Context: an optimization exercise on an open-source flow, tuned for small area and a short achievable clock period. The choices shown serve that exercise and are no tape-out recipe.
Only simulation tests tie the RTL to the original design; equivalence was not proved.
No activity file was given, so power comes from the tool's default toggle rates.

[flow/flow/run.sh]
#!/bin/bash
set -euo pipefail
export BUFFER_PORTS_ARGS="-buffer_cell sky130_fd_sc_hd__buf_1"
export CTS_ARGS="-sink_clustering_enable -repair_clock_nets -dont_use_dummy_load -sink_clustering_size 24 -sink_clustering_max_diameter 100"
bash standard.sh finish > standard_flow.log 2>&1
[flow/standard.sh]
#!/bin/bash
# synth_recipe.tcl (not shown) runs the flow's synth.tcl, then flattens the netlist and writes it again
# the make line also repeats each setting of config.mk as NAME=value (left out here)
make -C /OpenROAD-flow-scripts/flow DESIGN_CONFIG=/design/flow/config.mk WORK_HOME=/design/flow/orfs CLKGATE_MAP_FILE= SYNTH_SCRIPT=/design/flow/synth_recipe.tcl "${@:-finish}"
[flow/config.mk]
export PLATFORM = sky130hd
export DESIGN_NAME = joltage_select_sum
export DESIGN_NICKNAME = joltage_select_sum
export VERILOG_FILES = /design/flow/design.v
export SDC_FILE = /design/flow/constraint.sdc
export NUM_CORES = 4
export LEC_CHECK = 0
export CAP_MARGIN = 20
export CORE_MARGIN = 2
export CORE_UTILIZATION = 55
export SETUP_SLACK_MARGIN = 4.3
export SLEW_MARGIN = 20
[flow/constraint.sdc]
create_clock -name core_clock -period 9.0 [get_ports {clk}]
set_input_delay 1.8000 -clock core_clock [delete_from_list [all_inputs] [get_ports {clk}]]
set_output_delay 1.8000 -clock core_clock [all_outputs]
set_load 0.01 [all_outputs]
[flow/design.v]
module joltage_select_sum #(
  parameter int MAX_K = 12,
  parameter int VAL_W = 40,
  parameter int SUM_W = 64,
  parameter int CNT_W = 32,
  localparam int KW   = $clog2(MAX_K+1)
)(
  input  logic             clk,
  input  logic             rst_n,
  input  logic [KW-1:0]    k_sel,
  input  logic [3:0]       in_digit,
  input  logic             in_last,
  input  logic             in_valid,
  output logic             in_ready,
  input  logic             sum_clr,
  output logic             line_valid,
  output logic [VAL_W-1:0] line_value,
  output logic             line_short,
  output logic [SUM_W-1:0] sum_out,
  output logic [CNT_W-1:0] lines_done,
  output logic [2:0]       error
);
  logic [MAX_K-1:0][3:0] dig, cand;
  logic [MAX_K-1:1] shf_q, asc_nxt, shf_nxt;
  logic [VAL_W-1:0] val_p, val_g, va_nxt, vb_nxt;
  logic [VAL_W-1:0] val;
  logic [KW-1:0]    cnt, k_r, k_nxt;
  logic             live, fin, rdy, in_line;
  logic             acc, upd, clr, dig_ok, k_ok, short_l, add_ok;
  logic [VAL_W:0]   add_lo;
  logic [SUM_W-1:0] sum_nxt;
  logic             carry;
  logic [CNT_W-1:0] lines_nxt;
  logic [2:0]       err_set;
  assign in_ready = rdy;
  assign acc      = in_valid && in_ready;
  assign dig_ok   = (in_digit <= 4'd9);
  assign upd      = acc && dig_ok;
  assign clr      = fin || !live;
  assign k_ok     = (k_sel != '0) && (k_sel <= KW'(MAX_K));
  assign short_l  = (cnt < k_r);
  assign add_ok   = fin && !short_l;
  assign k_nxt = in_line ? k_r : (k_ok ? k_sel : KW'(MAX_K));
  always_comb begin
    cand[0] = (shf_q[1] || in_digit > dig[0]) ? in_digit : dig[0];
    for (int j = 1; j < MAX_K; j++)
      cand[j] = shf_q[j] ? dig[j-1] : dig[j];
    for (int j = 1; j < MAX_K; j++)
      asc_nxt[j] = (KW'(j) < k_nxt) && (cand[j] < cand[j-1]);
    shf_nxt[MAX_K-1] = asc_nxt[MAX_K-1];
    for (int j = MAX_K-2; j >= 1; j--)
      shf_nxt[j] = shf_nxt[j+1] | asc_nxt[j];
  end
  jss_bcd2bin u_conv (.d(cand), .va(va_nxt), .vb(vb_nxt));
  assign line_valid = fin;
  assign line_short = fin && short_l;
  assign line_value = add_ok ? val : '0;
  jss_cpa_pg #(.W(VAL_W)) u_val (.p_in(val_p), .g_in(val_g), .s(val));
  jss_cpa_sklansky #(.W(VAL_W+1)) u_add (.a({1'b0, sum_out[VAL_W-1:0]}), .b({1'b0, line_value}), .s(add_lo));
  jss_inc #(.W(SUM_W-VAL_W)) u_inc_hi (.a(sum_out[SUM_W-1:VAL_W]), .ci(add_lo[VAL_W]), .s(sum_nxt[SUM_W-1:VAL_W]), .co(carry));
  assign sum_nxt[VAL_W-1:0] = add_lo[VAL_W-1:0];
  assign lines_nxt = lines_done + CNT_W'(fin);
  assign err_set = {carry,
                    (fin && short_l) || (acc && !in_line && !k_ok),
                    acc && !dig_ok};
  always_ff @(posedge clk or negedge rst_n) begin
    if (!rst_n) begin
      live    <= 1'b0;
      fin     <= 1'b0;
      rdy     <= 1'b0;
    end else begin
      live <= 1'b1;
      fin  <= acc && in_last;
      rdy  <= !(acc && in_last);
    end
  end
  always_ff @(posedge clk) begin
    if (clr) begin
      in_line <= 1'b0;
      dig     <= '0;
      shf_q   <= '0;
      cnt     <= '0;
    end else begin
      if (acc) in_line <= !in_last;
      if (upd) begin
        dig   <= cand;
        shf_q <= shf_nxt;
        if (cnt != KW'(MAX_K)) cnt <= cnt + 1'b1;
      end
    end
  end
  always_ff @(posedge clk) begin
    if (acc && !in_line) k_r <= k_ok ? k_sel : KW'(MAX_K);
    if (upd) begin
      val_p <= va_nxt ^ vb_nxt;
      val_g <= va_nxt & vb_nxt;
    end
  end
  always_ff @(posedge clk or negedge rst_n) begin
    if (!rst_n) begin
      sum_out    <= '0;
      lines_done <= '0;
      error      <= '0;
    end else if (sum_clr) begin
      sum_out    <= '0;
      lines_done <= '0;
      error      <= '0;
    end else begin
      error <= error | err_set;
      lines_done <= lines_nxt;
      sum_out    <= sum_nxt;
    end
  end
endmodule
module jss_inc #(parameter int W = 24) (
  input  logic [W-1:0] a,
  input  logic         ci,
  output logic [W-1:0] s,
  output logic         co
);
  localparam int L = $clog2(W);
  logic [W-1:0] p [0:L];
  always_comb begin
    p[0] = a;
    for (int l = 0; l < L; l++)
      for (int i = 0; i < W; i++)
        if ((i >> l) & 1) p[l+1][i] = p[l][i] & p[l][((i >> l) << l) - 1];
        else              p[l+1][i] = p[l][i];
    s[0] = a[0] ^ ci;
    for (int i = 1; i < W; i++) s[i] = a[i] ^ (ci & p[L][i-1]);
    co = ci & p[L][W-1];
  end
endmodule
module jss_bcd2bin (input logic [47:0] d, output logic [39:0] va, output logic [39:0] vb);
  wire w1 = d[0];
  wire w2 = d[1];
  wire w3 = d[4];
  wire w4 = d[2];
  wire w5 = d[5];
  wire w6 = d[8];
  wire w7 = d[3];
  wire w8 = d[6];
  wire w9 = d[4];
  wire w10 = d[9];
  wire w11 = d[12];
  wire w12 = d[10];
  wire w13 = d[13];
  wire w14 = d[16];
  wire w15 = (d[5] | d[7]);
  wire w16 = d[6];
  wire w17 = d[11];
  wire w18 = ~d[8];
  wire w19 = d[14];
  wire w20 = ~d[12];
  wire w21 = d[17];
  wire w22 = d[20];
  wire w23 = d[7];
  wire w24 = d[9];
  wire w25 = d[18];
  wire w26 = d[21];
  wire w27 = d[24];
  wire w28 = (d[13] | d[15]);
  wire w29 = (d[9] ^ d[10]);
  wire w30 = d[8];
  wire w31 = (d[13] ^ d[14]);
  wire w32 = d[19];
  wire w33 = d[22];
  wire w34 = d[20];
  wire w35 = d[25];
  wire w36 = d[28];
  wire w37 = ((~d[12] & ~d[13] & ~d[14] & ~d[15]) | (d[12] & ~d[13] & ~d[14] & ~d[15]));
  wire w38 = ~d[16];
  wire w39 = d[26];
  wire w40 = d[29];
  wire w41 = d[32];
  wire w42 = ((~d[8] & ~d[9] & ~d[10] & ~d[11]) | (d[8] & ~d[9] & ~d[10] & ~d[11]) | (~d[8] & d[9] & ~d[10] & ~d[11]) | (d[8] & d[9] & ~d[10] & ~d[11]) | (~d[8] & d[9] & d[10] & ~d[11]) | (d[8] & d[9] & d[10] & ~d[11]));
  wire w43 = (d[21] | d[23]);
  wire w44 = d[10];
  wire w45 = d[17];
  wire w46 = d[22];
  wire w47 = ~d[20];
  wire w48 = d[27];
  wire w49 = d[24];
  wire w50 = d[30];
  wire w51 = ~d[28];
  wire w52 = d[33];
  wire w53 = d[36];
  wire w54 = d[11];
  wire w55 = d[12];
  wire w56 = (d[17] ^ d[18]);
  wire w57 = d[25];
  wire w58 = d[34];
  wire w59 = d[37];
  wire w60 = d[40];
  wire w61 = (d[21] | d[23]);
  wire w62 = (d[29] | d[31]);
  wire w63 = d[13];
  wire w64 = ((~d[16] & ~d[17] & ~d[18] & ~d[19]) | (d[16] & ~d[17] & ~d[18] & ~d[19]));
  wire w65 = d[16];
  wire w66 = (d[21] ^ d[22]);
  wire w67 = d[20];
  wire w68 = d[26];
  wire w69 = (d[29] ^ d[30]);
  wire w70 = ~d[28];
  wire w71 = d[35];
  wire w72 = d[38];
  wire w73 = d[36];
  wire w74 = d[41];
  wire w75 = d[44];
  wire w76 = d[14];
  wire w77 = d[17];
  wire w78 = d[27];
  wire w79 = d[42];
  wire w80 = d[45];
  wire w81 = ((~d[20] & ~d[21] & ~d[22] & ~d[23]) | (d[20] & ~d[21] & ~d[22] & ~d[23]) | (~d[20] & d[21] & ~d[22] & ~d[23]) | (d[20] & d[21] & ~d[22] & ~d[23]) | (~d[20] & d[21] & d[22] & ~d[23]) | (d[20] & d[21] & d[22] & ~d[23]));
  wire w82 = ((~d[28] & ~d[29] & ~d[30] & ~d[31]) | (d[28] & ~d[29] & ~d[30] & ~d[31]) | (~d[28] & d[29] & ~d[30] & ~d[31]) | (d[28] & d[29] & ~d[30] & ~d[31]) | (~d[28] & d[29] & d[30] & ~d[31]) | (d[28] & d[29] & d[30] & ~d[31]));
  wire w83 = (d[37] | d[39]);
  wire w84 = d[15];
  wire w85 = d[18];
  wire w86 = d[16];
  wire w87 = d[22];
  wire w88 = (d[29] ^ d[30]);
  wire w89 = d[28];
  wire w90 = ~d[32];
  wire w91 = d[38];
  wire w92 = d[43];
  wire w93 = ~d[40];
  wire w94 = d[46];
  wire w95 = ~d[44];
  wire w96 = d[23];
  wire w97 = d[24];
  wire w98 = d[33];
  wire w99 = d[39];
  wire w100 = ~d[36];
  wire w101 = d[41];
  wire w102 = (d[17] | d[19]);
  wire w103 = ((~d[28] & ~d[29] & ~d[30] & ~d[31]) | (d[28] & ~d[29] & ~d[30] & ~d[31]) | (~d[28] & d[29] & ~d[30] & ~d[31]) | (d[28] & d[29] & ~d[30] & ~d[31]) | (~d[28] & d[29] & d[30] & ~d[31]) | (d[28] & d[29] & d[30] & ~d[31]));
  wire w104 = (d[45] | d[47]);
  wire w105 = d[18];
  wire w106 = ~d[20];
  wire w107 = d[25];
  wire w108 = d[30];
  wire w109 = d[28];
  wire w110 = (d[33] ^ d[34]);
  wire w111 = d[37];
  wire w112 = (d[41] ^ d[42]);
  wire w113 = (d[45] ^ d[46]);
  wire w114 = d[19];
  wire w115 = d[21];
  wire w116 = d[26];
  wire w117 = ~d[24];
  wire w118 = ((~d[32] & ~d[33] & ~d[34] & ~d[35]) | (d[32] & ~d[33] & ~d[34] & ~d[35]));
  wire w119 = (d[37] ^ d[38]);
  wire w120 = ~d[36];
  wire w121 = ((~d[40] & ~d[41] & ~d[42] & ~d[43]) | (d[40] & ~d[41] & ~d[42] & ~d[43]));
  wire w122 = ((~d[44] & ~d[45] & ~d[46] & ~d[47]) | (d[44] & ~d[45] & ~d[46] & ~d[47]));
  wire w123 = ~d[44];
  wire w124 = (d[29] | d[31]);
  wire w125 = (d[21] ^ d[22]);
  wire w126 = d[20];
  wire w127 = d[30];
  wire w128 = ~d[32];
  wire w129 = d[45];
  wire w130 = (d[25] | d[27]);
  wire w131 = ((~d[36] & ~d[37] & ~d[38] & ~d[39]) | (d[36] & ~d[37] & ~d[38] & ~d[39]) | (~d[36] & d[37] & ~d[38] & ~d[39]) | (d[36] & d[37] & ~d[38] & ~d[39]) | (~d[36] & d[37] & d[38] & ~d[39]) | (d[36] & d[37] & d[38] & ~d[39]));
  wire w132 = (d[25] ^ d[26]);
  wire w133 = d[31];
  wire w134 = d[33];
  wire w135 = (d[37] ^ d[38]);
  wire w136 = ~d[36];
  wire w137 = ~d[40];
  wire w138 = (d[45] ^ d[46]);
  wire w139 = ((~d[20] & ~d[21] & ~d[22] & ~d[23]) | (d[20] & ~d[21] & ~d[22] & ~d[23]) | (~d[20] & d[21] & ~d[22] & ~d[23]) | (d[20] & d[21] & ~d[22] & ~d[23]) | (~d[20] & d[21] & d[22] & ~d[23]) | (d[20] & d[21] & d[22] & ~d[23]));
  wire w140 = d[22];
  wire w141 = ((~d[24] & ~d[25] & ~d[26] & ~d[27]) | (d[24] & ~d[25] & ~d[26] & ~d[27]));
  wire w142 = ~d[28];
  wire w143 = (d[33] ^ d[34]);
  wire w144 = ~d[32];
  wire w145 = d[41];
  wire w146 = ((~d[44] & ~d[45] & ~d[46] & ~d[47]) | (d[44] & ~d[45] & ~d[46] & ~d[47]));
  wire w147 = ~d[44];
  wire w148 = ((~d[36] & ~d[37] & ~d[38] & ~d[39]) | (d[36] & ~d[37] & ~d[38] & ~d[39]) | (~d[36] & d[37] & ~d[38] & ~d[39]) | (d[36] & d[37] & ~d[38] & ~d[39]) | (~d[36] & d[37] & d[38] & ~d[39]) | (d[36] & d[37] & d[38] & ~d[39]));
  wire w149 = d[23];
  wire w150 = d[24];
  wire w151 = d[29];
  wire w152 = (d[37] ^ d[38]);
  wire w153 = (d[41] ^ d[42]);
  wire w154 = d[40];
  wire w155 = d[45];
  wire w156 = ((~d[32] & ~d[33] & ~d[34] & ~d[35]) | (d[32] & ~d[33] & ~d[34] & ~d[35]) | (~d[32] & d[33] & ~d[34] & ~d[35]) | (d[32] & d[33] & ~d[34] & ~d[35]) | (~d[32] & d[33] & d[34] & ~d[35]) | (d[32] & d[33] & d[34] & ~d[35]));
  wire w157 = d[25];
  wire w158 = (d[29] ^ d[30]);
  wire w159 = d[28];
  wire w160 = (d[33] ^ d[34]);
  wire w161 = ((~d[36] & ~d[37] & ~d[38] & ~d[39]) | (d[36] & ~d[37] & ~d[38] & ~d[39]));
  wire w162 = d[36];
  wire w163 = (d[45] ^ d[46]);
  wire w164 = ((~d[40] & ~d[41] & ~d[42] & ~d[43]) | (d[40] & ~d[41] & ~d[42] & ~d[43]) | (~d[40] & d[41] & ~d[42] & ~d[43]) | (d[40] & d[41] & ~d[42] & ~d[43]) | (~d[40] & d[41] & d[42] & ~d[43]) | (d[40] & d[41] & d[42] & ~d[43]));
  wire w165 = d[26];
  wire w166 = ((~d[32] & ~d[33] & ~d[34] & ~d[35]) | (d[32] & ~d[33] & ~d[34] & ~d[35]));
  wire w167 = d[37];
  wire w168 = d[42];
  wire w169 = ((~d[44] & ~d[45] & ~d[46] & ~d[47]) | (d[44] & ~d[45] & ~d[46] & ~d[47]));
  wire w170 = ((~d[28] & ~d[29] & ~d[30] & ~d[31]) | (d[28] & ~d[29] & ~d[30] & ~d[31]) | (~d[28] & d[29] & ~d[30] & ~d[31]) | (d[28] & d[29] & ~d[30] & ~d[31]) | (~d[28] & d[29] & d[30] & ~d[31]) | (d[28] & d[29] & d[30] & ~d[31]));
  wire w171 = d[27];
  wire w172 = d[30];
  wire w173 = d[28];
  wire w174 = d[38];
  wire w175 = ~d[36];
  wire w176 = d[43];
  wire w177 = d[44];
  wire w178 = d[45];
  wire w179 = (d[29] | d[31]);
  wire w180 = (d[37] | d[39]);
  wire w181 = d[30];
  wire w182 = ~d[32];
  wire w183 = (d[37] ^ d[38]);
  wire w184 = d[46];
  wire w185 = d[31];
  wire w186 = d[33];
  wire w187 = ((~d[36] & ~d[37] & ~d[38] & ~d[39]) | (d[36] & ~d[37] & ~d[38] & ~d[39]));
  wire w188 = ~d[36];
  wire w189 = d[40];
  wire w190 = d[47];
  wire w191 = (d[33] ^ d[34]);
  wire w192 = d[32];
  wire w193 = d[37];
  wire w194 = d[41];
  wire w195 = d[44];
  wire w196 = (d[37] ^ d[38]);
  wire w197 = d[42];
  wire w198 = d[40];
  wire w199 = d[45];
  wire w200 = ((~d[32] & ~d[33] & ~d[34] & ~d[35]) | (d[32] & ~d[33] & ~d[34] & ~d[35]) | (~d[32] & d[33] & ~d[34] & ~d[35]) | (d[32] & d[33] & ~d[34] & ~d[35]) | (~d[32] & d[33] & d[34] & ~d[35]) | (d[32] & d[33] & d[34] & ~d[35]));
  wire w201 = d[34];
  wire w202 = ((~d[36] & ~d[37] & ~d[38] & ~d[39]) | (d[36] & ~d[37] & ~d[38] & ~d[39]));
  wire w203 = d[46];
  wire w204 = (d[41] | d[43]);
  wire w205 = d[35];
  wire w206 = d[36];
  wire w207 = d[42];
  wire w208 = d[40];
  wire w209 = d[47];
  wire w210 = d[44];
  wire w211 = d[37];
  wire w212 = d[45];
  wire w213 = (d[41] | d[43]);
  wire w214 = d[38];
  wire w215 = d[42];
  wire w216 = d[46];
  wire w217 = ~d[44];
  wire w218 = d[39];
  wire w219 = d[43];
  wire w220 = d[40];
  wire w221 = (d[45] | d[47]);
  wire w222 = d[41];
  wire w223 = (d[45] ^ d[46]);
  wire w224 = d[42];
  wire w225 = ((~d[44] & ~d[45] & ~d[46] & ~d[47]) | (d[44] & ~d[45] & ~d[46] & ~d[47]));
  wire w226 = ~d[44];
  wire w227 = d[43];
  wire w228 = d[45];
  wire w229 = (d[45] ^ d[46]);
  wire w230 = d[44];
  wire w231 = ((~d[44] & ~d[45] & ~d[46] & ~d[47]) | (d[44] & ~d[45] & ~d[46] & ~d[47]) | (~d[44] & d[45] & ~d[46] & ~d[47]) | (d[44] & d[45] & ~d[46] & ~d[47]) | (~d[44] & d[45] & d[46] & ~d[47]) | (d[44] & d[45] & d[46] & ~d[47]));
  wire w232 = d[46];
  wire w233 = w4 ^ w5;
  wire w234 = w233 ^ w6;
  wire w235 = (w4 & w5) | (w233 & w6);
  wire w236 = w10 ^ w11;
  wire w237 = w236 ^ w7;
  wire w238 = (w10 & w11) | (w236 & w7);
  wire w239 = w8 ^ w9;
  wire w240 = w239 ^ w235;
  wire w241 = (w8 & w9) | (w239 & w235);
  wire w242 = w12 ^ w13;
  wire w243 = w242 ^ w14;
  wire w244 = (w12 & w13) | (w242 & w14);
  wire w245 = w15 ^ w238;
  wire w246 = w245 ^ w243;
  wire w247 = (w15 & w238) | (w245 & w243);
  wire w248 = w16 ^ w17;
  wire w249 = w248 ^ w19;
  wire w250 = (w16 & w17) | (w248 & w19);
  wire w251 = w21 ^ w22;
  wire w252 = w251 ^ w18;
  wire w253 = (w21 & w22) | (w251 & w18);
  wire w254 = w20 ^ w244;
  wire w255 = w254 ^ w249;
  wire w256 = (w20 & w244) | (w254 & w249);
  wire w257 = w252 ^ w247;
  wire w258 = w257 ^ w255;
  wire w259 = (w252 & w247) | (w257 & w255);
  wire w260 = 1'b1 ^ w23;
  wire w261 = w260 ^ w24;
  wire w262 = (1'b1 & w23) | (w260 & w24);
  wire w263 = w25 ^ w26;
  wire w264 = w263 ^ w27;
  wire w265 = (w25 & w26) | (w263 & w27);
  wire w266 = w28 ^ w250;
  wire w267 = w266 ^ w253;
  wire w268 = (w28 & w250) | (w266 & w253);
  wire w269 = w261 ^ w264;
  wire w270 = w269 ^ w256;
  wire w271 = (w261 & w264) | (w269 & w256);
  wire w272 = w267 ^ w259;
  wire w273 = w272 ^ w270;
  wire w274 = (w267 & w259) | (w272 & w270);
  wire w275 = 1'b1 ^ w30;
  wire w276 = w275 ^ w32;
  wire w277 = (1'b1 & w30) | (w275 & w32);
  wire w278 = w33 ^ w34;
  wire w279 = w278 ^ w35;
  wire w280 = (w33 & w34) | (w278 & w35);
  wire w281 = w36 ^ w29;
  wire w282 = w281 ^ w31;
  wire w283 = (w36 & w29) | (w281 & w31);
  wire w284 = w262 ^ w265;
  wire w285 = w284 ^ w276;
  wire w286 = (w262 & w265) | (w284 & w276);
  wire w287 = w279 ^ w282;
  wire w288 = w287 ^ w268;
  wire w289 = (w279 & w282) | (w287 & w268);
  wire w290 = w285 ^ w271;
  wire w291 = w290 ^ w288;
  wire w292 = (w285 & w271) | (w290 & w288);
  wire w293 = w39 ^ w40;
  wire w294 = w293 ^ w41;
  wire w295 = (w39 & w40) | (w293 & w41);
  wire w296 = w38 ^ w37;
  wire w297 = w296 ^ w42;
  wire w298 = (w38 & w37) | (w296 & w42);
  wire w299 = w43 ^ w277;
  wire w300 = w299 ^ w280;
  wire w301 = (w43 & w277) | (w299 & w280);
  wire w302 = w294 ^ w283;
  wire w303 = w302 ^ w297;
  wire w304 = (w294 & w283) | (w302 & w297);
  wire w305 = w286 ^ w300;
  wire w306 = w305 ^ w289;
  wire w307 = (w286 & w300) | (w305 & w289);
  wire w308 = w303 ^ w292;
  wire w309 = w308 ^ w306;
  wire w310 = (w303 & w292) | (w308 & w306);
  wire w311 = w44 ^ w45;
  wire w312 = w311 ^ w46;
  wire w313 = (w44 & w45) | (w311 & w46);
  wire w314 = w48 ^ w49;
  wire w315 = w314 ^ w50;
  wire w316 = (w48 & w49) | (w314 & w50);
  wire w317 = w52 ^ w53;
  wire w318 = w317 ^ w47;
  wire w319 = (w52 & w53) | (w317 & w47);
  wire w320 = w51 ^ w295;
  wire w321 = w320 ^ w312;
  wire w322 = (w51 & w295) | (w320 & w312);
  wire w323 = w315 ^ w318;
  wire w324 = w323 ^ w298;
  wire w325 = (w315 & w318) | (w323 & w298);
  wire w326 = w301 ^ w321;
  wire w327 = w326 ^ w324;
  wire w328 = (w301 & w321) | (w326 & w324);
  wire w329 = w304 ^ w327;
  wire w330 = w329 ^ w307;
  wire w331 = (w304 & w327) | (w329 & w307);
  wire w332 = w54 ^ w55;
  wire w333 = w332 ^ w57;
  wire w334 = (w54 & w55) | (w332 & w57);
  wire w335 = w58 ^ w59;
  wire w336 = w335 ^ w60;
  wire w337 = (w58 & w59) | (w335 & w60);
  wire w338 = w56 ^ w61;
  wire w339 = w338 ^ w62;
  wire w340 = (w56 & w61) | (w338 & w62);
  wire w341 = w313 ^ w316;
  wire w342 = w341 ^ w319;
  wire w343 = (w313 & w316) | (w341 & w319);
  wire w344 = w333 ^ w336;
  wire w345 = w344 ^ w339;
  wire w346 = (w333 & w336) | (w344 & w339);
  wire w347 = w322 ^ w342;
  wire w348 = w347 ^ w325;
  wire w349 = (w322 & w342) | (w347 & w325);
  wire w350 = w345 ^ w328;
  wire w351 = w350 ^ w348;
  wire w352 = (w345 & w328) | (w350 & w348);
  wire w353 = 1'b1 ^ w63;
  wire w354 = w353 ^ w65;
  wire w355 = (1'b1 & w63) | (w353 & w65);
  wire w356 = w67 ^ w68;
  wire w357 = w356 ^ w71;
  wire w358 = (w67 & w68) | (w356 & w71);
  wire w359 = w72 ^ w73;
  wire w360 = w359 ^ w74;
  wire w361 = (w72 & w73) | (w359 & w74);
  wire w362 = w75 ^ w70;
  wire w363 = w362 ^ w64;
  wire w364 = (w75 & w70) | (w362 & w64);
  wire w365 = w66 ^ w69;
  wire w366 = w365 ^ w334;
  wire w367 = (w66 & w69) | (w365 & w334);
  wire w368 = w337 ^ w354;
  wire w369 = w368 ^ w357;
  wire w370 = (w337 & w354) | (w368 & w357);
  wire w371 = w360 ^ w340;
  wire w372 = w371 ^ w363;
  wire w373 = (w360 & w340) | (w371 & w363);
  wire w374 = w343 ^ w366;
  wire w375 = w374 ^ w369;
  wire w376 = (w343 & w366) | (w374 & w369);
  wire w377 = w346 ^ w372;
  wire w378 = w377 ^ w349;
  wire w379 = (w346 & w372) | (w377 & w349);
  wire w380 = w375 ^ w352;
  wire w381 = w380 ^ w378;
  wire w382 = (w375 & w352) | (w380 & w378);
  wire w383 = w76 ^ w77;
  wire w384 = w383 ^ w78;
  wire w385 = (w76 & w77) | (w383 & w78);
  wire w386 = w79 ^ w80;
  wire w387 = w386 ^ w81;
  wire w388 = (w79 & w80) | (w386 & w81);
  wire w389 = w82 ^ w83;
  wire w390 = w389 ^ w355;
  wire w391 = (w82 & w83) | (w389 & w355);
  wire w392 = w358 ^ w361;
  wire w393 = w392 ^ w384;
  wire w394 = (w358 & w361) | (w392 & w384);
  wire w395 = w364 ^ w367;
  wire w396 = w395 ^ w387;
  wire w397 = (w364 & w367) | (w395 & w387);
  wire w398 = w370 ^ w390;
  wire w399 = w398 ^ w393;
  wire w400 = (w370 & w390) | (w398 & w393);
  wire w401 = w373 ^ w396;
  wire w402 = w401 ^ w376;
  wire w403 = (w373 & w396) | (w401 & w376);
  wire w404 = w399 ^ w379;
  wire w405 = w404 ^ w402;
  wire w406 = (w399 & w379) | (w404 & w402);
  wire w407 = 1'b1 ^ w84;
  wire w408 = w407 ^ w85;
  wire w409 = (1'b1 & w84) | (w407 & w85);
  wire w410 = w86 ^ w87;
  wire w411 = w410 ^ w89;
  wire w412 = (w86 & w87) | (w410 & w89);
  wire w413 = w91 ^ w92;
  wire w414 = w413 ^ w94;
  wire w415 = (w91 & w92) | (w413 & w94);
  wire w416 = w90 ^ w93;
  wire w417 = w416 ^ w95;
  wire w418 = (w90 & w93) | (w416 & w95);
  wire w419 = w88 ^ w385;
  wire w420 = w419 ^ w408;
  wire w421 = (w88 & w385) | (w419 & w408);
  wire w422 = w411 ^ w414;
  wire w423 = w422 ^ w417;
  wire w424 = (w411 & w414) | (w422 & w417);
  wire w425 = w388 ^ w391;
  wire w426 = w425 ^ w394;
  wire w427 = (w388 & w391) | (w425 & w394);
  wire w428 = w420 ^ w423;
  wire w429 = w428 ^ w397;
  wire w430 = (w420 & w423) | (w428 & w397);
  wire w431 = w400 ^ w426;
  wire w432 = w431 ^ w429;
  wire w433 = (w400 & w426) | (w431 & w429);
  wire w434 = w403 ^ w432;
  wire w435 = w434 ^ w406;
  wire w436 = (w403 & w432) | (w434 & w406);
  wire w437 = 1'b1 ^ w101;
  wire w438 = w437 ^ w96;
  wire w439 = (1'b1 & w101) | (w437 & w96);
  wire w440 = w97 ^ w98;
  wire w441 = w440 ^ w99;
  wire w442 = (w97 & w98) | (w440 & w99);
  wire w443 = w100 ^ w102;
  wire w444 = w443 ^ w103;
  wire w445 = (w100 & w102) | (w443 & w103);
  wire w446 = w104 ^ w409;
  wire w447 = w446 ^ w412;
  wire w448 = (w104 & w409) | (w446 & w412);
  wire w449 = w415 ^ w418;
  wire w450 = w449 ^ w438;
  wire w451 = (w415 & w418) | (w449 & w438);
  wire w452 = w441 ^ w444;
  wire w453 = w452 ^ w421;
  wire w454 = (w441 & w444) | (w452 & w421);
  wire w455 = w447 ^ w424;
  wire w456 = w455 ^ w450;
  wire w457 = (w447 & w424) | (w455 & w450);
  wire w458 = w427 ^ w453;
  wire w459 = w458 ^ w456;
  wire w460 = (w427 & w453) | (w458 & w456);
  wire w461 = w430 ^ w459;
  wire w462 = w461 ^ w433;
  wire w463 = (w430 & w459) | (w461 & w433);
  wire w464 = w105 ^ w107;
  wire w465 = w464 ^ w108;
  wire w466 = (w105 & w107) | (w464 & w108);
  wire w467 = w109 ^ w111;
  wire w468 = w467 ^ w106;
  wire w469 = (w109 & w111) | (w467 & w106);
  wire w470 = w110 ^ w112;
  wire w471 = w470 ^ w113;
  wire w472 = (w110 & w112) | (w470 & w113);
  wire w473 = w439 ^ w442;
  wire w474 = w473 ^ w465;
  wire w475 = (w439 & w442) | (w473 & w465);
  wire w476 = w468 ^ w445;
  wire w477 = w476 ^ w448;
  wire w478 = (w468 & w445) | (w476 & w448);
  wire w479 = w471 ^ w451;
  wire w480 = w479 ^ w474;
  wire w481 = (w471 & w451) | (w479 & w474);
  wire w482 = w454 ^ w477;
  wire w483 = w482 ^ w457;
  wire w484 = (w454 & w477) | (w482 & w457);
  wire w485 = w480 ^ w460;
  wire w486 = w485 ^ w483;
  wire w487 = (w480 & w460) | (w485 & w483);
  wire w488 = w114 ^ w115;
  wire w489 = w488 ^ w116;
  wire w490 = (w114 & w115) | (w488 & w116);
  wire w491 = w117 ^ w120;
  wire w492 = w491 ^ w123;
  wire w493 = (w117 & w120) | (w491 & w123);
  wire w494 = w118 ^ w119;
  wire w495 = w494 ^ w121;
  wire w496 = (w118 & w119) | (w494 & w121);
  wire w497 = w122 ^ w124;
  wire w498 = w497 ^ w466;
  wire w499 = (w122 & w124) | (w497 & w466);
  wire w500 = w469 ^ w489;
  wire w501 = w500 ^ w492;
  wire w502 = (w469 & w489) | (w500 & w492);
  wire w503 = w472 ^ w495;
  wire w504 = w503 ^ w475;
  wire w505 = (w472 & w495) | (w503 & w475);
  wire w506 = w498 ^ w501;
  wire w507 = w506 ^ w478;
  wire w508 = (w498 & w501) | (w506 & w478);
  wire w509 = w481 ^ w504;
  wire w510 = w509 ^ w507;
  wire w511 = (w481 & w504) | (w509 & w507);
  wire w512 = w484 ^ w510;
  wire w513 = w512 ^ w487;
  wire w514 = (w484 & w510) | (w512 & w487);
  wire w515 = w126 ^ w127;
  wire w516 = w515 ^ w129;
  wire w517 = (w126 & w127) | (w515 & w129);
  wire w518 = w128 ^ w125;
  wire w519 = w518 ^ w130;
  wire w520 = (w128 & w125) | (w518 & w130);
  wire w521 = w131 ^ w490;
  wire w522 = w521 ^ w493;
  wire w523 = (w131 & w490) | (w521 & w493);
  wire w524 = w516 ^ w496;
  wire w525 = w524 ^ w499;
  wire w526 = (w516 & w496) | (w524 & w499);
  wire w527 = w519 ^ w502;
  wire w528 = w527 ^ w522;
  wire w529 = (w519 & w502) | (w527 & w522);
  wire w530 = w505 ^ w525;
  wire w531 = w530 ^ w528;
  wire w532 = (w505 & w525) | (w530 & w528);
  wire w533 = w508 ^ w531;
  wire w534 = w533 ^ w511;
  wire w535 = (w508 & w531) | (w533 & w511);
  wire w536 = w133 ^ w134;
  wire w537 = w536 ^ w136;
  wire w538 = (w133 & w134) | (w536 & w136);
  wire w539 = w137 ^ w132;
  wire w540 = w539 ^ w135;
  wire w541 = (w137 & w132) | (w539 & w135);
  wire w542 = w138 ^ w139;
  wire w543 = w542 ^ w517;
  wire w544 = (w138 & w139) | (w542 & w517);
  wire w545 = w537 ^ w520;
  wire w546 = w545 ^ w540;
  wire w547 = (w537 & w520) | (w545 & w540);
  wire w548 = w523 ^ w543;
  wire w549 = w548 ^ w526;
  wire w550 = (w523 & w543) | (w548 & w526);
  wire w551 = w546 ^ w529;
  wire w552 = w551 ^ w549;
  wire w553 = (w546 & w529) | (w551 & w549);
  wire w554 = w532 ^ w552;
  wire w555 = w554 ^ w535;
  wire w556 = (w532 & w552) | (w554 & w535);
  wire w557 = 1'b1 ^ w140;
  wire w558 = w557 ^ w145;
  wire w559 = (1'b1 & w140) | (w557 & w145);
  wire w560 = w142 ^ w144;
  wire w561 = w560 ^ w147;
  wire w562 = (w142 & w144) | (w560 & w147);
  wire w563 = w141 ^ w143;
  wire w564 = w563 ^ w146;
  wire w565 = (w141 & w143) | (w563 & w146);
  wire w566 = w148 ^ w538;
  wire w567 = w566 ^ w558;
  wire w568 = (w148 & w538) | (w566 & w558);
  wire w569 = w561 ^ w541;
  wire w570 = w569 ^ w544;
  wire w571 = (w561 & w541) | (w569 & w544);
  wire w572 = w564 ^ w567;
  wire w573 = w572 ^ w547;
  wire w574 = (w564 & w567) | (w572 & w547);
  wire w575 = w570 ^ w550;
  wire w576 = w575 ^ w573;
  wire w577 = (w570 & w550) | (w575 & w573);
  wire w578 = w553 ^ w576;
  wire w579 = w578 ^ w556;
  wire w580 = (w553 & w576) | (w578 & w556);
  wire w581 = w149 ^ w150;
  wire w582 = w581 ^ w151;
  wire w583 = (w149 & w150) | (w581 & w151);
  wire w584 = w154 ^ w155;
  wire w585 = w584 ^ w152;
  wire w586 = (w154 & w155) | (w584 & w152);
  wire w587 = w153 ^ w156;
  wire w588 = w587 ^ w559;
  wire w589 = (w153 & w156) | (w587 & w559);
  wire w590 = w562 ^ w582;
  wire w591 = w590 ^ w565;
  wire w592 = (w562 & w582) | (w590 & w565);
  wire w593 = w585 ^ w568;
  wire w594 = w593 ^ w588;
  wire w595 = (w585 & w568) | (w593 & w588);
  wire w596 = w591 ^ w571;
  wire w597 = w596 ^ w594;
  wire w598 = (w591 & w571) | (w596 & w594);
  wire w599 = w574 ^ w597;
  wire w600 = w599 ^ w577;
  wire w601 = (w574 & w597) | (w599 & w577);
  wire w602 = 1'b1 ^ w157;
  wire w603 = w602 ^ w159;
  wire w604 = (1'b1 & w157) | (w602 & w159);
  wire w605 = w162 ^ w158;
  wire w606 = w605 ^ w160;
  wire w607 = (w162 & w158) | (w605 & w160);
  wire w608 = w161 ^ w163;
  wire w609 = w608 ^ w164;
  wire w610 = (w161 & w163) | (w608 & w164);
  wire w611 = w583 ^ w603;
  wire w612 = w611 ^ w586;
  wire w613 = (w583 & w603) | (w611 & w586);
  wire w614 = w589 ^ w606;
  wire w615 = w614 ^ w609;
  wire w616 = (w589 & w606) | (w614 & w609);
  wire w617 = w592 ^ w612;
  wire w618 = w617 ^ w595;
  wire w619 = (w592 & w612) | (w617 & w595);
  wire w620 = w615 ^ w598;
  wire w621 = w620 ^ w618;
  wire w622 = (w615 & w598) | (w620 & w618);
  wire w623 = w165 ^ w167;
  wire w624 = w623 ^ w168;
  wire w625 = (w165 & w167) | (w623 & w168);
  wire w626 = w166 ^ w169;
  wire w627 = w626 ^ w170;
  wire w628 = (w166 & w169) | (w626 & w170);
  wire w629 = w604 ^ w624;
  wire w630 = w629 ^ w607;
  wire w631 = (w604 & w624) | (w629 & w607);
  wire w632 = w610 ^ w627;
  wire w633 = w632 ^ w613;
  wire w634 = (w610 & w627) | (w632 & w613);
  wire w635 = w630 ^ w616;
  wire w636 = w635 ^ w633;
  wire w637 = (w630 & w616) | (w635 & w633);
  wire w638 = w619 ^ w636;
  wire w639 = w638 ^ w622;
  wire w640 = (w619 & w636) | (w638 & w622);
  wire w641 = w171 ^ w172;
  wire w642 = w641 ^ w173;
  wire w643 = (w171 & w172) | (w641 & w173);
  wire w644 = w174 ^ w176;
  wire w645 = w644 ^ w177;
  wire w646 = (w174 & w176) | (w644 & w177);
  wire w647 = w175 ^ w625;
  wire w648 = w647 ^ w642;
  wire w649 = (w175 & w625) | (w647 & w642);
  wire w650 = w645 ^ w628;
  wire w651 = w650 ^ w648;
  wire w652 = (w645 & w628) | (w650 & w648);
  wire w653 = w631 ^ w634;
  wire w654 = w653 ^ w651;
  wire w655 = (w631 & w634) | (w653 & w651);
  wire w656 = w637 ^ w654;
  wire w657 = w656 ^ w640;
  wire w658 = (w637 & w654) | (w656 & w640);
  wire w659 = w178 ^ w179;
  wire w660 = w659 ^ w180;
  wire w661 = (w178 & w179) | (w659 & w180);
  wire w662 = w643 ^ w646;
  wire w663 = w662 ^ w660;
  wire w664 = (w643 & w646) | (w662 & w660);
  wire w665 = w649 ^ w663;
  wire w666 = w665 ^ w652;
  wire w667 = (w649 & w663) | (w665 & w652);
  wire w668 = w655 ^ w666;
  wire w669 = w668 ^ w658;
  wire w670 = (w655 & w666) | (w668 & w658);
  wire w671 = w181 ^ w184;
  wire w672 = w671 ^ w182;
  wire w673 = (w181 & w184) | (w671 & w182);
  wire w674 = w183 ^ w672;
  wire w675 = w674 ^ w661;
  wire w676 = (w183 & w672) | (w674 & w661);
  wire w677 = w675 ^ w664;
  wire w678 = w677 ^ w667;
  wire w679 = (w675 & w664) | (w677 & w667);
  wire w680 = 1'b1 ^ w185;
  wire w681 = w680 ^ w186;
  wire w682 = (1'b1 & w185) | (w680 & w186);
  wire w683 = w189 ^ w190;
  wire w684 = w683 ^ w188;
  wire w685 = (w189 & w190) | (w683 & w188);
  wire w686 = w187 ^ w673;
  wire w687 = w686 ^ w681;
  wire w688 = (w187 & w673) | (w686 & w681);
  wire w689 = w684 ^ w687;
  wire w690 = w689 ^ w676;
  wire w691 = (w684 & w687) | (w689 & w676);
  wire w692 = w192 ^ w193;
  wire w693 = w692 ^ w194;
  wire w694 = (w192 & w193) | (w692 & w194);
  wire w695 = w195 ^ w191;
  wire w696 = w695 ^ w682;
  wire w697 = (w195 & w191) | (w695 & w682);
  wire w698 = w685 ^ w693;
  wire w699 = w698 ^ w688;
  wire w700 = (w685 & w693) | (w698 & w688);
  wire w701 = w696 ^ w699;
  wire w702 = w701 ^ w691;
  wire w703 = (w696 & w699) | (w701 & w691);
  wire w704 = w197 ^ w198;
  wire w705 = w704 ^ w199;
  wire w706 = (w197 & w198) | (w704 & w199);
  wire w707 = w196 ^ w200;
  wire w708 = w707 ^ w694;
  wire w709 = (w196 & w200) | (w707 & w694);
  wire w710 = w705 ^ w697;
  wire w711 = w710 ^ w708;
  wire w712 = (w705 & w697) | (w710 & w708);
  wire w713 = w700 ^ w711;
  wire w714 = w713 ^ w703;
  wire w715 = (w700 & w711) | (w713 & w703);
  wire w716 = w201 ^ w203;
  wire w717 = w716 ^ w202;
  wire w718 = (w201 & w203) | (w716 & w202);
  wire w719 = w204 ^ w706;
  wire w720 = w719 ^ w709;
  wire w721 = (w204 & w706) | (w719 & w709);
  wire w722 = w717 ^ w712;
  wire w723 = w722 ^ w720;
  wire w724 = (w717 & w712) | (w722 & w720);
  wire w725 = 1'b1 ^ w205;
  wire w726 = w725 ^ w206;
  wire w727 = (1'b1 & w205) | (w725 & w206);
  wire w728 = w207 ^ w208;
  wire w729 = w728 ^ w209;
  wire w730 = (w207 & w208) | (w728 & w209);
  wire w731 = w210 ^ w726;
  wire w732 = w731 ^ w729;
  wire w733 = (w210 & w726) | (w731 & w729);
  wire w734 = w718 ^ w732;
  wire w735 = w734 ^ w721;
  wire w736 = (w718 & w732) | (w734 & w721);
  wire w737 = 1'b1 ^ w211;
  wire w738 = w737 ^ w212;
  wire w739 = (1'b1 & w211) | (w737 & w212);
  wire w740 = w213 ^ w727;
  wire w741 = w740 ^ w730;
  wire w742 = (w213 & w727) | (w740 & w730);
  wire w743 = w738 ^ w733;
  wire w744 = w743 ^ w741;
  wire w745 = (w738 & w733) | (w743 & w741);
  wire w746 = w214 ^ w215;
  wire w747 = w746 ^ w216;
  wire w748 = (w214 & w215) | (w746 & w216);
  wire w749 = w217 ^ w739;
  wire w750 = w749 ^ w747;
  wire w751 = (w217 & w739) | (w749 & w747);
  wire w752 = w742 ^ w750;
  wire w753 = w752 ^ w745;
  wire w754 = (w742 & w750) | (w752 & w745);
  wire w755 = 1'b1 ^ w218;
  wire w756 = w755 ^ w219;
  wire w757 = (1'b1 & w218) | (w755 & w219);
  wire w758 = w220 ^ w221;
  wire w759 = w758 ^ w748;
  wire w760 = (w220 & w221) | (w758 & w748);
  wire w761 = w756 ^ w751;
  wire w762 = w761 ^ w759;
  wire w763 = (w756 & w751) | (w761 & w759);
  wire w764 = 1'b1 ^ w222;
  wire w765 = w764 ^ w223;
  wire w766 = (1'b1 & w222) | (w764 & w223);
  wire w767 = w757 ^ w760;
  wire w768 = w767 ^ w765;
  wire w769 = (w757 & w760) | (w767 & w765);
  wire w770 = 1'b1 ^ w224;
  wire w771 = w770 ^ w226;
  wire w772 = (1'b1 & w224) | (w770 & w226);
  wire w773 = w225 ^ w771;
  wire w774 = w773 ^ w766;
  wire w775 = (w225 & w771) | (w773 & w766);
  wire w776 = w227 ^ w228;
  wire w777 = w776 ^ w772;
  wire w778 = (w227 & w228) | (w776 & w772);
  wire w779 = 1'b1 ^ w230;
  wire w780 = w779 ^ w229;
  wire w781 = (1'b1 & w230) | (w779 & w229);
  wire [39:0] ra = {1'b1, w231, w780, w777, w774, w763, w762, w753, w744, w724, w723, w714, w702, w690, w678, w669, w657, w639, w621, w600, w579, w555, w534, w513, w486, w462, w435, w382, w381, w331, w310, w309, w274, w273, w258, w241, w237, w234, w2, w1};
  wire [39:0] rb = {w232, w781, w778, w775, w769, w768, w754, 1'b0, w736, w735, w715, 1'b0, 1'b0, w679, w670, 1'b0, 1'b0, 1'b0, w601, w580, 1'b0, 1'b0, w514, 1'b0, w463, w436, 1'b0, w405, 1'b0, w351, w330, 1'b0, w291, 1'b0, 1'b0, w246, w240, 1'b0, w3, 1'b0};
  assign va = ra;
  assign vb = rb;
endmodule
module jss_cpa_sklansky #(parameter int W = 40) (input logic [W-1:0] a, b, output logic [W-1:0] s);
  localparam int L = $clog2(W);
  logic [W-1:0] g [0:L];
  logic [W-1:0] p [0:L];
  always_comb begin
    g[0] = a & b; p[0] = a ^ b;
    for (int l = 0; l < L; l++)
      for (int i = 0; i < W; i++)
        if ((i >> l) & 1) begin
          g[l+1][i] = g[l][i] | (p[l][i] & g[l][((i >> l) << l) - 1]);
          p[l+1][i] = p[l][i] & p[l][((i >> l) << l) - 1];
        end else begin
          g[l+1][i] = g[l][i]; p[l+1][i] = p[l][i];
        end
    s[0] = p[0][0];
    for (int i = 1; i < W; i++) s[i] = p[0][i] ^ g[L][i-1];
  end
endmodule
module jss_cpa_ripple #(parameter int W = 40) (input logic [W-1:0] a, b, output logic [W-1:0] s);
  logic [W:0] c;
  always_comb begin
    c[0] = 1'b0;
    for (int i = 0; i < W; i++) begin
      s[i] = a[i] ^ b[i] ^ c[i];
      c[i+1] = (a[i] & b[i]) | (a[i] & c[i]) | (b[i] & c[i]);
    end
  end
endmodule
module jss_cpa_bk #(parameter int W = 40) (input logic [W-1:0] a, b, output logic [W-1:0] s);
  localparam int L = $clog2(W);
  logic [W-1:0] g, p;
  always_comb begin
    g = a & b; p = a ^ b;
    for (int l = 0; l < L; l++)
      for (int i = 0; i < W; i++)
        if (((i + 1) % (2 << l)) == 0) begin
          g[i] = g[i] | (p[i] & g[i - (1 << l)]);
          p[i] = p[i] & p[i - (1 << l)];
        end
    for (int l = L - 1; l >= 0; l--)
      for (int i = 0; i < W; i++)
        if (((i + 1) % (2 << l)) == (1 << l) && i >= (2 << l) + (1 << l) - 1) begin
          g[i] = g[i] | (p[i] & g[i - (1 << l)]);
          p[i] = p[i] & p[i - (1 << l)];
        end
    s[0] = a[0] ^ b[0];
    for (int i = 1; i < W; i++) s[i] = a[i] ^ b[i] ^ g[i-1];
  end
endmodule
module jss_cpa_pg #(parameter int W = 40) (input logic [W-1:0] p_in, g_in, output logic [W-1:0] s);
  localparam int L = $clog2(W);
  logic [W-1:0] g [0:L];
  logic [W-1:0] p [0:L];
  always_comb begin
    g[0] = g_in; p[0] = p_in;
    for (int l = 0; l < L; l++)
      for (int i = 0; i < W; i++)
        if ((i >> l) & 1) begin
          g[l+1][i] = g[l][i] | (p[l][i] & g[l][((i >> l) << l) - 1]);
          p[l+1][i] = p[l][i] & p[l][((i >> l) << l) - 1];
        end else begin
          g[l+1][i] = g[l][i]; p[l+1][i] = p[l][i];
        end
    s[0] = p_in[0];
    for (int i = 1; i < W; i++) s[i] = p_in[i] ^ g[L][i-1];
  end
endmodule
==> results of run 1 <==
## final cells by class
cell class | instances | area, sq um | share of cell area [%]
Inverter | 237 | 900 | 4.59
Tap cell | 402 | 503 | 2.57
Multi-Input combinational cell | 1166 | 11000 | 56.0
Timing Repair Buffer | 203 | 1020 | 5.19
Sequential cell | 233 | 5870 | 30.0
Clock buffer | 13 | 325 | 1.66
## layout by cell type (no fill, tap or decap), drive strengths merged, types with 17 or more instances in the layout
cell / instances
nand2: 67
xnor2: 48
inv: 236
a21oi: 61
or3: 17
edfxtp: 67
o21a: 18
buf: 198
nor3: 19
nor2: 202
nand3: 30
mux2i: 46
a211oi: 55
fa: 175
clkbuf: 18
dfxtp: 64
xor2: 52
nor2b: 19
o21ai: 60
ha: 127
dfrtp: 102
## synth_stat cells (all sizes together) (7+ instances only)
cell    count
or2         7
a211oi     55
clkbuf     35
fa        175
ha        127
nor2      202
dfrtp     102
and3       13
nand3      30
nand4      14
buf        15
and4        7
nor2b      19
xor2       52
o211ai     15
nand2b     14
edfxtp     67
o21a       18
a21oi      61
o21ai      60
a31oi      11
and2        8
nand2      67
nor3       19
mux2i      46
a21o       13
xnor2      48
dfxtp      64
inv       237
or3        17
## report_power, final
group / total [mW] / internal, mW / leakage [nW] / switching, mW
clock network: 0.597 / 0.261 / 0.160 / 0.336
registers: 1.50 / 1.38 / 2.58 / 0.119
logic: 1.85 / 0.810 / 5.73 / 1.04
## tightest hold or removal path: stages (launching register included)
cell and delay, ns:
dfxtp_1 0.33, nor2_1 0.10, nor3_1 0.05
## final timing paths
check | start | to | slack, ns | depth (start not counted)
max in group asynchronous | rst_n | sum_out[30] | 6.43 | 2
min | dig[47] | dig[47] | 0.51 | 2
max reg2reg | shf_q[9] | val_p[25] | 4.43 | 13
min in group asynchronous | rst_n | lines_done[18] | 1.31 | 1
min reg2reg | dig[47] | dig[47] | 0.51 | 2
max | val_g[4] | line_value[13] | 4.37 | 8
## state kept, by name, summed over array words and instances, names as in the netlist, 4 cells and up
register	count
sum_out	64
dig	48
val_p	40
lines_done	32
val_g	23
shf_q	11
cnt	4
k_r	4
## stage by stage
| stage | cells | instance area [sq um] |
|---|---|---|
| final | 2254 | 19600 |
| after global routing | 2254 | 19600 |
| after CTS | 2227 | 19000 |
| after detailed placement | 2205 | 18400 |
| after global placement | 2205 | 18400 |
| after floorplan | 1686 | 17400 |
## metal layers
layer / GRT usage [%] / wire length (um) / vias to the layer above
met5: 0 / 0 / -
met4: 5.04 / 848 / 0
met3: 2.95 / 1900 / 48
met2: 41.6 / 19000 / 277
met1: 38.0 / 19700 / 5998
li1: - / - / 5976
## kinds of logic after synthesis
logic type / count (synthesis) / synth area share, %
compound gates: 282 / 11.1
other cells: 1 / 0.0216
buf+inv: 287 / 6.31
simple gates: 429 / 11.5
flops: 233 / 33.6
fa+ha+maj: 302 / 29.3
mux: 52 / 3.11
xor+xnor: 100 / 5.04
## timing repair
| action | CTS | global route |
|---|---|---|
| pin swaps | 7 | 19 |
| resized for setup | 62 | 69 |
| setup buffers | 9 | 27 |
| setup endpoints to repair | 58 | 75 |
==> impl_metrics.toml, run 1 <==
[detailed_routing]
drt_wl_total_mm = 41.4
drtIter0Drc = 752
first_pass_iters = 5
viasPerCell = 5.46
wl_per_cell_um = 18.4
drc = 0
via_count = 12299
antenna_left = 0

[placement]
post-place-ws_ns = 3.65
dp_hpwl_mm = 32.9
gp_congestion = 0.948
port_buffers = 154

[timing]
finalSetupViolCount = 0
max-slew-margin-rel_pct = 33.4
worst_slew_pin_slew_ns = 0.999
skew_ns = 0.0404
rsz0062_at_grt = "yes"
slew_viol_final = 0
fin_crit_sh_pct = 51.5
setup_ws_ns = 4.37
whs_ns = 0.507
hold_viol = 0
finalSetupTns_ns = 0
max_freq_mhz = 216
finalCriticalPeriod_ns = 4.63

[clock_tree]
ctsRootBufferMaster = "clkbuf_16"
cts_made_buffers = 13
clk-insertion-delay-late_ns = 0.49
cts_hold_buffers = 0
cts_sinks = 233
htreeDepth = 1
clk_pin_slew_ns = 0.10
cts_tree = "done"
ctsLongestPathBuffers = 3

[die]
core_sq_mm = 0.0313
fp.dieW_um = 182
initial_core_util_pct = 55.5
io_pins = 155
dieArea_sq_mm = 0.0330
die_y_um = 182
rows = 65

[logic_synthesis]
synth_top_area_share_pct = 20.2
ys_async_sr_fraction_pct = 43.8
synth_seq_cells = 233
synth-edff-count = 67
synthTopCellsByArea = "fa_1 20%, dfrtp_1 15%, edfxtp_1 12%, ha_1 9.1%, dfxtp_1 7.4%"
synth_warnings = 9
syn_area_per_cell_sq_um = 10.3
synthCells = 1686
ys_seq_area_share_pct = 33.6
syn_area_sq_mm = 0.0174
ys_types = 76
synth.net_count = 2001
yosys.area.top_type = "fa_1"
ys.flop_type = "dfrtp_1"

[cells_and_area]
final_core_util_pct = 62.6
antenna_cells = 0
area_growth_pct = 12.7
filler_cell_count = 2661
final_nets = 2169
drive_above_1_share_pct = 10.4

[global_routing]
grt_start_max_net_pins = 107
antenna_found_initial = 0
grt_overflow = 0
grt_pass1_wl_mm = 67.8
grt_util_all_layers_pct = 25.7
grt_pass1_vias = 12563

[critical_path]
critical_path_required_ns = 7.20
critical_path.max_fanout = 4
start_kind = "flop"
endpoint_kind = "output pin"
max_stage_delay_ns = 0.45
criticalPathCategory = "reg2out"
arrival_ns = 2.83
path_cells = "o211ai_1 > a211oi_4 > or2_2 > nor2b_1 > a41o_1 > and2_1 > nor3_1 > buf_1"
path_buf_inv = 1
path_delay_family = "simple AND/OR/NAND/NOR gates"
cp_slowest_cell = "edfxtp_1"

[power]
p_per_area_mw_per_mm2 = 202
power.total_mw = 3.95
leakagePower_nw = 8.47
ir_drop_uv = 178

[run]
maxCapViolCount = 0

[hold_path]
hp-class = "reg2reg"

[run_status]
status = "no timing/DRC/antenna violations"
==> run 2: changes to the inputs <==
--- a/flow/config.mk
+++ b/flow/config.mk
@@ -10,3 +10,4 @@
 export CORE_UTILIZATION = 55
-export SETUP_SLACK_MARGIN = 4.3
+export GPL_ROUTABILITY_DRIVEN = 0
+export SETUP_SLACK_MARGIN = 4.1
 export SLEW_MARGIN = 20
==> impl_metrics.toml, run 2 <==
[critical_path]
reg2reg_to = "val_p[25]"
regToRegStartpoint = "shf_q[9]"
startpoint = "shf_q[9]"
criticalPathCategory = "reg2reg"
start_kind = "flop"
regToRegSetupSlack_ns = 4.17
critical_path.max_fanout = 8
arrival_ns = 5.05
critical_path_required_ns = 9.22
r2r.worst_path.cells = 13
endpoint = "val_p[25]"
endpoint_kind = "flop"

[logic_synthesis]
syn_area_sq_mm = 0.0174
ys_async_sr_fraction_pct = 43.8
synth_warnings = 9
synth.net_count = 2001
synth.most_common_cell = "inv_1"
synthTopCellsByArea = "fa_1 20%, dfrtp_1 15%, edfxtp_1 12%, ha_1 9.1%, dfxtp_1 7.4%"
ys.flop_type = "dfrtp_1"
synth_top_area_share_pct = 20.2
yosys.area.top_type = "fa_1"
synth-edff-count = 67
synthTopCellsByCount = "236 x inv_1, 202 x nor2_1, 175 x fa_1"
syn_area_per_cell_sq_um = 10.3
synthCells = 1686
synth_seq_cells = 233
ys_seq_area_share_pct = 33.6
ys_types = 76

[placement]
dp.cells = 2206
placed_area_sq_mm = 0.0184
dp_hpwl_mm = 32.4
port_buffers = 154
post-place-ws_ns = 3.56

[cells_and_area]
top_regs = "sum_out x64, dig x48, val_p x40"
area_growth_pct = 9.54
final_cell_mix = "234 x inv_1, 198 x nor2_1, 174 x fa_1, 152 x buf_1, 127 x ha_1"
final_area_sq_mm = 0.0190
drive_above_1_share_pct = 6.70
final_nets = 2139
final_common_cell = "inv_1"
finalNonFillerCells = 2224
final_core_util_pct = 60.8
largest_reg_flops = 64
regMostFlops = "sum_out"
antenna_cells = 0

[global_routing]
grt_overflow = 0
grt_util_all_layers_pct = 25.0
grt_start_max_net_pins = 99
grt_pass1_vias = 12219
antenna_found_initial = 0
grt_pass1_wl_mm = 65.4

[detailed_routing]
wl_per_cell_um = 18.2
drc = 0
viasPerCell = 5.49
first_pass_iters = 5
via_count = 12209
drtIter0Drc = 646
drt_wl_total_mm = 40.4
antenna_left = 0

[die]
dieArea_sq_mm = 0.0330
die_y_um = 182
rows = 65
initial_core_util_pct = 55.5
fp.dieW_um = 182
io_pins = 155
core_sq_mm = 0.0313

[clock_tree]
cts_sinks = 233
cts_tree = "done"
clk_pin_slew_ns = 0.09
clk-insertion-delay-late_ns = 0.50
ctsRootBufferMaster = "clkbuf_16"
cts_hold_buffers = 0
ctsLongestPathBuffers = 3
cts_made_buffers = 13
htreeDepth = 1

[hold_path]
hp-class = "reg2reg"
worstHoldPathCells = 2

[run]
maxCapViolCount = 0

[timing]
setup_ws_ns = 4.17
fin_crit_sh_pct = 53.7
max_freq_mhz = 207
worst_slew_pin_slew_ns = 0.939
skew_ns = 0.0394
rsz0062_at_grt = "yes"
slew_viol_final = 0
finalSetupViolCount = 0
finalSetupTns_ns = 0
finalCriticalPeriod_ns = 4.83
max-slew-margin-rel_pct = 37.4
hold_viol = 0

[power]
p_per_area_mw_per_mm2 = 204
ir_drop_uv = 147
leakagePower_nw = 8.27

[run_status]
status = "no timing/DRC/antenna violations"
[run 2: worst min path at each step]
stage | start | endpoint | slack (ns)
detailed placement | error[0] | error[0] | 0.49
global route | error[0] | error[0] | 0.52
global placement | error[1] | error[1] | 0.48
finish | error[0] | error[0] | 0.51
CTS | error[0] | error[0] | 0.51
floorplan | dig[46] | dig[46] | 0.47
[run 2: final cells by class]
cell class              instances  area [sq um]
inverters                     237           895
clock buffers                  13           325
well taps                     402           503
fillers                      2689         12300
multi-input cells            1166         10700
repair buffers                173           728
flip-flops and latches        233          5850
[run 2: power breakdown]
group | switching [mW] | total, mW | internal (mW)
Clock | 0.332 | 0.592 | 0.260
Sequential | 0.113 | 1.50 | 1.38
Combinational | 1.01 | 1.79 | 0.779
[run 2: stage by stage]
step | total power, mW | hold slack, ns
2_1_floorplan | 2.77 | 0.471
3_3_place_gp | 3.23 | 0.485
3_5_place_dp | 3.30 | 0.489
4_1_cts | 3.92 | 0.511
5_1_grt | 4.28 | 0.524
6_report | 3.87 | 0.510
[run 2: cell families after synthesis]
| kind of cell | Yosys count | synth area share [%] |
|---|---|---|
| simple gates | 429 | 11.5 |
| compound gates | 282 | 11.1 |
| buf+inv | 287 | 6.31 |
| flops | 233 | 33.6 |
| mux | 52 | 3.11 |
| other cells | 1 | 0.0216 |
| xor+xnor | 100 | 5.04 |
| fa+ha+maj | 302 | 29.3 |
[run 2: critical path, stage by stage, from the launching register on]
cell and delay (ns):
dfxtp_4 0.45, mux2i_4 0.35, inv_4 0.14, xnor2_4 0.21
inv_2 0.11, fa_1 0.39, fa_1 0.39, fa_1 0.47
fa_1 0.50, inv_1 0.05, fa_1 0.42, fa_1 0.41
fa_1 0.39, ha_1 0.29
[run 2: routing by layer]
metal  wire length [um]  vias up  global-route usage [%]
met3               2020       59                    3.17
met5                  0        -                       0
met4               1050        0                    6.60
met1              19300     5965                    36.5
met2              18100      269                    39.6
li1                   -     5916                       -
[run 2: what timing repair did]
action,CTS,global route
gates resized for setup,21,43
endpoints found under the hold margin,0,0
endpoints found under the setup margin,25,41
setup buffers,3,2
pin swaps,1,4
==> run 3: changes to the inputs <==
--- a/flow/config.mk
+++ b/flow/config.mk
@@ -10,3 +10,2 @@
 export CORE_UTILIZATION = 55
-export GPL_ROUTABILITY_DRIVEN = 0
 export SETUP_SLACK_MARGIN = 4.1
==> impl_metrics.toml, run 3 <==
[run_status]
status = "no timing/DRC/antenna violations"

[critical_path]
critical_path.max_fanout = 5
reg2reg_to = "val_p[25]"
regToRegSetupSlack_ns = 4.28
regToRegStartpoint = "shf_q[9]"
start_kind = "flop"
endpoint_kind = "output pin"
path_cells = "nand3_1 > a211oi_2 > o2111ai_2 > a21boi_2 > o211ai_1 > a21oi_2 > nor4_1 > nor3_1 > buf_1"
max_stage_delay_ns = 0.41
cp_slowest_cell = "nor3_1"
critical_path_required_ns = 7.20
criticalPathCategory = "reg2out"
arrival_ns = 2.95
r2r.worst_path.cells = 13

[timing]
hold_viol = 0
max_freq_mhz = 211
finalSetupViolCount = 0
slew_viol_final = 0
rsz0062_at_grt = "no"
finalSetupTns_ns = 0
worst_slew_pin_slew_ns = 0.885
fin_crit_sh_pct = 52.8
finalCriticalPeriod_ns = 4.75
max-slew-margin-rel_pct = 41.0
skew_ns = 0.0652

[clock_tree]
htreeDepth = 1
cts_hold_buffers = 0
ctsLongestPathBuffers = 3
cts_sinks = 233
clk_pin_slew_ns = 0.09
cts_made_buffers = 14
cts_tree = "done"
ctsRootBufferMaster = "clkbuf_16"
clk-insertion-delay-late_ns = 0.52

[cells_and_area]
drive_above_1_share_pct = 7.79
final_core_util_pct = 61.5
area_growth_pct = 10.8
filler_cell_count = 2741
final_cell_mix = "233 x inv_1, 196 x nor2_1, 173 x fa_1, 150 x buf_1, 127 x ha_1"
multi_input_area_sq_mm = 0.0108
largest_reg_flops = 64
antenna_cells = 0
final_nets = 2152
layout.area.seq_sq_mm = 0.00586
regMostFlops = "sum_out"
final_common_cell = "inv_1"
top_regs = "sum_out x64, dig x48, val_p x40"

[power]
p_per_area_mw_per_mm2 = 205
leakagePower_nw = 8.35
ir_drop_uv = 199

[logic_synthesis]
synth_seq_cells = 233
ys_async_sr_fraction_pct = 43.8
synth_warnings = 9
synthTopCellsByCount = "236 x inv_1, 202 x nor2_1, 175 x fa_1"
synth.net_count = 2001
synth.most_common_cell = "inv_1"
ys_seq_area_share_pct = 33.6
ys_types = 76
synth_top_area_share_pct = 20.2
synth-edff-count = 67
syn_area_per_cell_sq_um = 10.3
ys.flop_type = "dfrtp_1"
syn_area_sq_mm = 0.0174
synthTopCellsByArea = "fa_1 20%, dfrtp_1 15%, edfxtp_1 12%, ha_1 9.1%, dfxtp_1 7.4%"
synthCells = 1686
yosys.area.top_type = "fa_1"

[global_routing]
antenna_found_initial = 0
grt_start_max_net_pins = 99
grt_pass1_vias = 12405
grt_pass1_wl_mm = 66.7
grt_overflow = 0
grt_util_all_layers_pct = 25.4

[detailed_routing]
drt_wl_total_mm = 40.8
viasPerCell = 5.46
drc = 0
first_pass_iters = 5
wl_per_cell_um = 18.2
drtIter0Drc = 727
antenna_left = 0
via_count = 12224

[die]
initial_core_util_pct = 55.5
dieArea_sq_mm = 0.0330
rows = 65
fp.dieW_um = 182
core_sq_mm = 0.0313
io_pins = 155
die_y_um = 182

[run]
maxCapViolCount = 0

[placement]
gp_congestion = 0.913
dp_hpwl_mm = 32.4
port_buffers = 154

[hold_path]
hp-class = "reg2reg"
worstHoldPathCells = 2
hold_path_end = "dig[47]"
hp-start = "dig[47]"
-- run 3: cell count changes in the layout (fill, tap and decap cells not counted), moves of 3 or more --
cell     before  now
mux2i_4       7   11
buf_12        0    3
mux2i_2      14   10
buf_4        19   27
-- run 3: metrics by stage --
step           std cells  power (mW)  hold WS (ns)  setup WS, ns  cell area [sq um]
4_1_cts             2222        3.96         0.505          4.02              18900
3_5_place_dp        2207        3.32         0.491          3.59              18400
5_1_grt             2237        4.36         0.532          4.09              19200
3_3_place_gp        2207        3.23         0.485          3.72              18400
2_1_floorplan       1686        2.77         0.471          4.10              17400
6_report            2237        3.94         0.498          4.25              19200
-- run 3: logic make-up after synthesis --
kind of cell	Yosys count	synth area share, %
simple gates	429	11.5
xor+xnor	100	5.04
fa+ha+maj	302	29.3
other cells	1	0.0216
buf+inv	287	6.31
compound gates	282	11.1
mux	52	3.11
flops	233	33.6
-- run 3: worst max path at each step --
stage,startpoint,endpoint,slack (ns),depth (start not counted)
floorplan,shf_q[11],val_p[25],4.10,14
global placement,shf_q[11],val_p[25],3.72,13
detailed placement,shf_q[11],val_p[25],3.59,13
CTS,shf_q[9],val_p[25],4.02,13
global route,val_p[10],line_value[37],4.09,9
finish,val_p[3],line_value[37],4.25,9
-- run 3: area by class of cell --
cell class,instances,share of cell area [%]
Multi-Input combinational cell,1166,56.0
Sequential cell,233,30.4
Inverter,237,4.66
Timing Repair Buffer,185,4.48
Tap cell,402,2.61
Clock buffer,14,1.82
-- run 3: metal layers --
layer	wire (um)	global-route usage (%)
met1	19600	37.3
met2	18200	40.2
met3	1980	3.43
met4	974	6.18
met5	0	0
-- run 3: worst max-delay path: cells and delay by family (launching register included) --
kind            cells  cell delay [ns]
compound gates      5             1.22
simple gates        3             0.65
flops               1             0.38
buf+inv             1             0.20
-- run 3: where the power goes --
group          total (mW)  switching [mW]  leakage [nW]  internal [mW]
Combinational        1.82            1.02          5.60          0.795
Sequential           1.50           0.116          2.58           1.38
Clock               0.618           0.340         0.173          0.279
Total                3.94            1.48          8.35           2.46
-- run 3: what timing repair did --
action,CTS,global route
setup buffers,1,15
pin swaps,0,11
resized for setup,26,53
endpoints found under the setup margin,36,50
endpoints found under the hold margin,0,0

## port drivers added, routing unchanged
No port has a modelled driver above. Below, the same layouts with a new extraction and two added sets of constraints.
Step 1, drivers: a clkbuf_16 drives clk and a buf_2 each remaining input, both assumed.
Step 2 adds t to the input delays and takes it off the output delays; t is the mean of the earliest and latest rising clock arrival at the registers after step 1. Input paths then give back, and output paths get back, about the clock's delay inside the block.
Three values: ideal, step 1, step 2; two values: the first two.
| run | shift t [ns] | setup slack, ns | latest minus earliest clock arrival (ns) |
|---|---|---|---|
| run 1 | 0.526 | 4.367 / 4.316 / 3.950 | 0.042 / 0.042 |
| run 2 | 0.530 | 4.170 / 4.170 / 3.789 | 0.039 / 0.039 |
| run 3 | 0.538 | 4.252 / 4.198 / 3.834 | 0.067 / 0.067 |
After both steps setup and hold are still met in every run listed. The setup slack of run 3, which loses most, moves by -0.054 ns with the drivers and by -0.418 ns with both steps.
